This design comes from an exercise in tuning for a short achievable clock period and few clock cycles on the open sky130 flow, not from production work.
In this exercise RTL edits were held to simulation tests only and were not proved equivalent to the original.
Power and IR drop assume default switching activity.

==> build 37 <==
## cpuCore
module cpuCore (
	input wire logic clk,
	input wire logic reset,
	input wire logic icacheReady,
	input wire logic [31:0] icacheInstr,
	output logic [11:0] icacheAddress,
	output logic icacheRequest,
	input wire logic dcacheReady,
	input wire logic [31:0] dcacheReadData,
	output logic [11:0] dcacheAddress,
	output logic dcacheRead,
	output logic dcacheWrite,
	output logic [31:0] dcacheWriteData
);
	localparam int QD = 32;  
	localparam int QW = 5;
	logic rstQ;
	always_ff @(posedge clk)
		rstQ <= reset;
	logic [11:0] pcQ;
	logic fetchEnQ;
	wire [11:0] pc = rstQ ? 12'd0 : pcQ;
	wire fetchEn = rstQ || fetchEnQ;
	assign icacheAddress = pc;
	assign icacheRequest = !reset;
	wire fetchNow = icacheReady && fetchEn;
	always_ff @(posedge clk)
		pcQ <= fetchNow ? pc + 12'd4 : pc;
	logic [QD-1:0][31:0] qMem;
	logic [QW-1:0] qWpQ, qRpQ;
	logic [QW:0] qCntQ;
	wire [QW-1:0] qWp = rstQ ? '0 : qWpQ;
  ...
==> flow/config.mk <==
export PLATFORM = sky130hd
export DESIGN_NAME = cpuCore
export DESIGN_NICKNAME = cpuCore
export VERILOG_FILES = /design/flow/design.v
export SDC_FILE = /design/flow/constraint.sdc
export NUM_CORES = 4
export LEC_CHECK = 0
export ABC_CLOCK_PERIOD_IN_PS = 3000
export CAP_MARGIN = 20
export CORE_MARGIN = 2
export CORE_UTILIZATION = 30
export PLACE_DENSITY = 0.45
export SETUP_SLACK_MARGIN = 5
export SLEW_MARGIN = 20
export SYNTH_MEMORY_MAX_BITS = 65536
export TNS_END_PERCENT = 100
==> flow/constraint.sdc <==
create_clock -name core_clock -period 12.5 [get_ports {clk}]
set_input_delay 2.5000 -clock core_clock [delete_from_list [all_inputs] [get_ports {clk}]]
set_output_delay 2.5000 -clock core_clock [all_outputs]
set_load 0.01 [all_outputs]
standard.sh (not shown) runs the stock make flow with config.mk's settings and CLKGATE_MAP_FILE= SYNTH_SCRIPT=/design/flow/synth_recipe.tcl, a recipe that flattens the netlist after the stock synthesis.
==> flow/flow/run.sh <==
#!/bin/bash
# Standard synthesis and layout. Timing repair aims at a 5.2 ns path instead
# of the 12.5 ns clock: the design's floor is the reset to icacheRequest path
# (2.5 ns input delay + 2.5 ns output delay + its buffers).
set -euo pipefail
bash standard.sh synth > synth.log 2>&1
bash standard.sh finish SETUP_SLACK_MARGIN=7.3 > layout.log 2>&1
==> inputs of trial 92, as changes to build 37 <==
--- a/flow/design.v
+++ b/flow/design.v
@@ -1607,19 +1607,19 @@
 	wire xValid = xValidQ && !rstQ;
 	logic [4:0] xRd;
 	logic xAluWr;  
 	logic xIsMul;  
 	logic xIsLd;
 	logic xIsSt;
 	logic xSub, xAdd, xXor, xOr, xAnd, xSll, xSrl, xSra, xSle;
 	logic [31:0] xA, xB, xS;
-	logic xARx, xARm, xALd;
-	logic xBRx, xBRm, xBLd;
-	logic xSRx, xSRm, xSLd;
+	logic xARx, xARm;
+	logic xBRx, xBRm;
+	logic xSRx, xSRm;
 	logic rxValidQ;
 	wire rxValid = rxValidQ && !rstQ;
 	logic [4:0] rxRd;
 	logic [31:0] rxVal;
 	logic s2ValidQ;
 	wire s2Valid = s2ValidQ && !rstQ;
 	logic [4:0] s2Rd;
 	logic [31:0] mulP;
@@ -1682,23 +1682,25 @@
 		matchLd = r != 5'd0 && ((xValid && xIsLd && xRd == r) ||
 			(ldPend && !dcacheReady && !ldKill && ldRd == r));
 	endfunction
 	function automatic logic matchMulX(input logic [4:0] r);
 		matchMulX = r != 5'd0 && xValid && xIsMul && xRd == r;
 	endfunction
 	wire mulHaz = (dUseA && matchMulX(dRa)) || (dUseB && matchMulX(dRb)) ||
 		(dUseS && matchMulX(dRb)) || (dWr && matchMulX(dRd));
-	wire dStall = xStall || mulHaz;
+	wire ldHaz = (dUseA && matchLd(dRa)) || (dUseB && matchLd(dRb)) ||
+		(dUseS && matchLd(dRb));
+	wire dStall = xStall || mulHaz || ldHaz;
 	assign dIssue = dValid && (dNop || !dStall);
 	wire dToX = dIssue && !dNop;
-	wire [31:0] opA = xARx ? rxVal : xARm ? rmVal : xALd ? dcacheReadData : xA;
-	wire [31:0] opB = xBRx ? rxVal : xBRm ? rmVal : xBLd ? dcacheReadData : xB;
-	wire [31:0] opS = xSRx ? rxVal : xSRm ? rmVal : xSLd ? dcacheReadData : xS;
-	wire xWait = ((xIsLd || xIsSt) && ldPend) || xALd || xBLd || xSLd;
+	wire [31:0] opA = xARx ? rxVal : xARm ? rmVal : xA;
+	wire [31:0] opB = xBRx ? rxVal : xBRm ? rmVal : xB;
+	wire [31:0] opS = xSRx ? rxVal : xSRm ? rmVal : xS;
+	wire xWait = (xIsLd || xIsSt) && ldPend;
 	assign xStall = xValid && xWait && !dcacheReady;
 	assign xDone = xValid && !xStall;
 	wire [31:0] sum = opA + (xSub ? ~opB : opB) + {31'd0, xSub};
 	wire [4:0] shamt = opB[4:0];
 	wire [31:0] aluRes =
 		({32{xAdd | xSub}} & sum) |
 		({32{xXor}} & (opA ^ opB)) |
 		({32{xOr}} & (opA | opB)) |
@@ -1722,48 +1724,38 @@
 			xAnd <= dOp == 8'h06;
 			xSll <= dOp == 8'h07 || dIsSlli;
 			xSra <= dOp == 8'h08;
 			xSrl <= dOp == 8'h09;
 			xSle <= dOp == 8'h0A;
 			xA <= dAv;
 			xARx <= matchRx(dRa);
 			xARm <= matchRm(dRa);
-			xALd <= matchLd(dRa);
 			if (dUseB) begin
 				xB <= dBv;
 				xBRx <= matchRx(dRb);
 				xBRm <= matchRm(dRb);
-				xBLd <= matchLd(dRb);
 			end else begin
 				xB <= dIsSlli ? {27'd0, dSh} : dImm;
 				xBRx <= 1'b0;
 				xBRm <= 1'b0;
-				xBLd <= 1'b0;
 			end
 			xS <= dBv;
 			xSRx <= dUseS && matchRx(dRb);
 			xSRm <= dUseS && matchRm(dRb);
-			xSLd <= dUseS && matchLd(dRb);
 		end else if (xStall) begin
-			if (!xALd) begin
-				xA <= opA;
-				xARx <= 1'b0;
-				xARm <= 1'b0;
-			end
-			if (!xBLd) begin
-				xB <= opB;
-				xBRx <= 1'b0;
-				xBRm <= 1'b0;
-			end
-			if (!xSLd) begin
-				xS <= opS;
-				xSRx <= 1'b0;
-				xSRm <= 1'b0;
-			end
+			xA <= opA;
+			xARx <= 1'b0;
+			xARm <= 1'b0;
+			xB <= opB;
+			xBRx <= 1'b0;
+			xBRm <= 1'b0;
+			xS <= opS;
+			xSRx <= 1'b0;
+			xSRm <= 1'b0;
 		end
 	end
 	always_ff @(posedge clk) begin
 		rxValidQ <= xDone && xAluWr;
 		rxRd <= xRd;
 		rxVal <= aluRes;
 	end
 	always_ff @(posedge clk) begin
==> inputs of build 86, as changes to build 37 <==
--- a/flow/design.v
+++ b/flow/design.v
@@ -1685,19 +1685,22 @@
 	function automatic logic matchMulX(input logic [4:0] r);
 		matchMulX = r != 5'd0 && xValid && xIsMul && xRd == r;
 	endfunction
 	wire mulHaz = (dUseA && matchMulX(dRa)) || (dUseB && matchMulX(dRb)) ||
 		(dUseS && matchMulX(dRb)) || (dWr && matchMulX(dRd));
 	wire dStall = xStall || mulHaz;
 	assign dIssue = dValid && (dNop || !dStall);
 	wire dToX = dIssue && !dNop;
-	wire [31:0] opA = xARx ? rxVal : xARm ? rmVal : xALd ? dcacheReadData : xA;
-	wire [31:0] opB = xBRx ? rxVal : xBRm ? rmVal : xBLd ? dcacheReadData : xB;
-	wire [31:0] opS = xSRx ? rxVal : xSRm ? rmVal : xSLd ? dcacheReadData : xS;
+	wire [31:0] earlyA = xARx ? rxVal : xARm ? rmVal : xA;
+	wire [31:0] earlyB = xBRx ? rxVal : xBRm ? rmVal : xB;
+	wire [31:0] earlyS = xSRx ? rxVal : xSRm ? rmVal : xS;
+	wire [31:0] opA = xALd ? dcacheReadData : earlyA;
+	wire [31:0] opB = xBLd ? dcacheReadData : earlyB;
+	wire [31:0] opS = xSLd ? dcacheReadData : earlyS;
 	wire xWait = ((xIsLd || xIsSt) && ldPend) || xALd || xBLd || xSLd;
 	assign xStall = xValid && xWait && !dcacheReady;
 	assign xDone = xValid && !xStall;
 	wire [31:0] sum = opA + (xSub ? ~opB : opB) + {31'd0, xSub};
 	wire [4:0] shamt = opB[4:0];
 	wire [31:0] aluRes =
 		({32{xAdd | xSub}} & sum) |
 		({32{xXor}} & (opA ^ opB)) |
==> notes.md <==
Outcome: build 86 timing/DRC/antenna clean; build 37 timing/DRC/antenna clean; trial 92 timing/DRC/antenna clean
Antenna cell count: build 86 40; build 37 33; trial 92 17
First-pass GRT wire length: build 86 1020000 um; build 37 1070000 um; trial 92 1020000 um
Adder and majority cell fraction of the synthesized area: build 86 3.97%; build 37 4.00%; trial 92 3.99%
Endpoint of the worst register-to-register path: build 86 xB[31]; build 37 rxVal[30]; trial 92 xB[8]
Synthesized-area fraction occupied by ao, oa, aoi and oai cells: build 86 11.5%; build 37 13.7%; trial 92 13.5%
DP Cell Count: build 86 20672; build 37 21411; trial 92 21169
Switching Share: build 86 45.4%; build 37 45.2%; trial 92 44.7%
Logic pwr share: build 86 55.1%; build 37 56.3%; trial 92 52.1%
Launch point of the worst path: build 86 dcacheReadData[9]; build 37 dcacheReadData[3]; trial 92 dInstr[2]
Final Instance Count excl. Fillers: build 86 21467; build 37 22377; trial 92 21832
Register share of the cell area: build 86 38.7%; build 37 38.1%; trial 92 39.4%
Pin count of the biggest net entering global routing: build 86 128; build 37 167; trial 92 146
Maximum fanout count along the critical path: build 86 20; build 37 4; trial 92 35
Cell area after placement: build 86 0.171 mm^2; build 37 0.171 mm^2; trial 92 0.171 mm^2
CTS sink count: build 86 2499; build 37 2499; trial 92 2496
Max Clock Freq: build 86 188 MHz; build 37 186 MHz; trial 92 191 MHz
Sum of routed wire segments on met1: build 86 309000 um; build 37 306000 um; trial 92 307000 um
Critical Path Slowest Stage Cell: build 86 sky130_fd_sc_hd__or4b_2; build 37 sky130_fd_sc_hd__or4b_4; trial 92 sky130_fd_sc_hd__a311oi_4
Testbench counts of build 37, summed over its fixed seeds: cycles 8,907.
Testbench counts of trial 92, summed over its fixed seeds: cycles 9,094.
Testbench counts of build 86, summed over its fixed seeds: cycles 8,907.

## separate check: timing with driven ports
How much do the figures lean on ideal ports? The routed layouts below were timed once more, with nothing changed but the port constraints.
Step 1 (the two cells are an assumption about what drives the block):
set clk [get_ports {clk}]
set_driving_cell -lib_cell sky130_fd_sc_hd__clkbuf_16 $clk
set_driving_cell -lib_cell sky130_fd_sc_hd__buf_2 [delete_from_list [all_inputs] $clk]
Step 2 adds t to the input delays and takes it off the output delays; t is the mean of the earliest and latest rising clock arrival at the registers after step 1. Input paths then give back, and output paths get back, about the clock's delay inside the block.
Three values: ideal ports, drivers, drivers and shift; two values: the first two.
run | shift t [ns] | setup slack, ns | worst slew at a driven data input, ns
build 37 | 1.099 | 7.122 / 7.050 / 5.951 | 0.38
trial 92 | 1.075 | 7.271 / 7.247 / 6.371 | 0.29
build 86 | 1.055 | 7.173 / 7.113 / 6.058 | 0.32
After both steps every run listed still meets setup and hold. The setup slack of build 37, which loses most, moves by -0.072 ns with the drivers and by -1.171 ns with both steps.
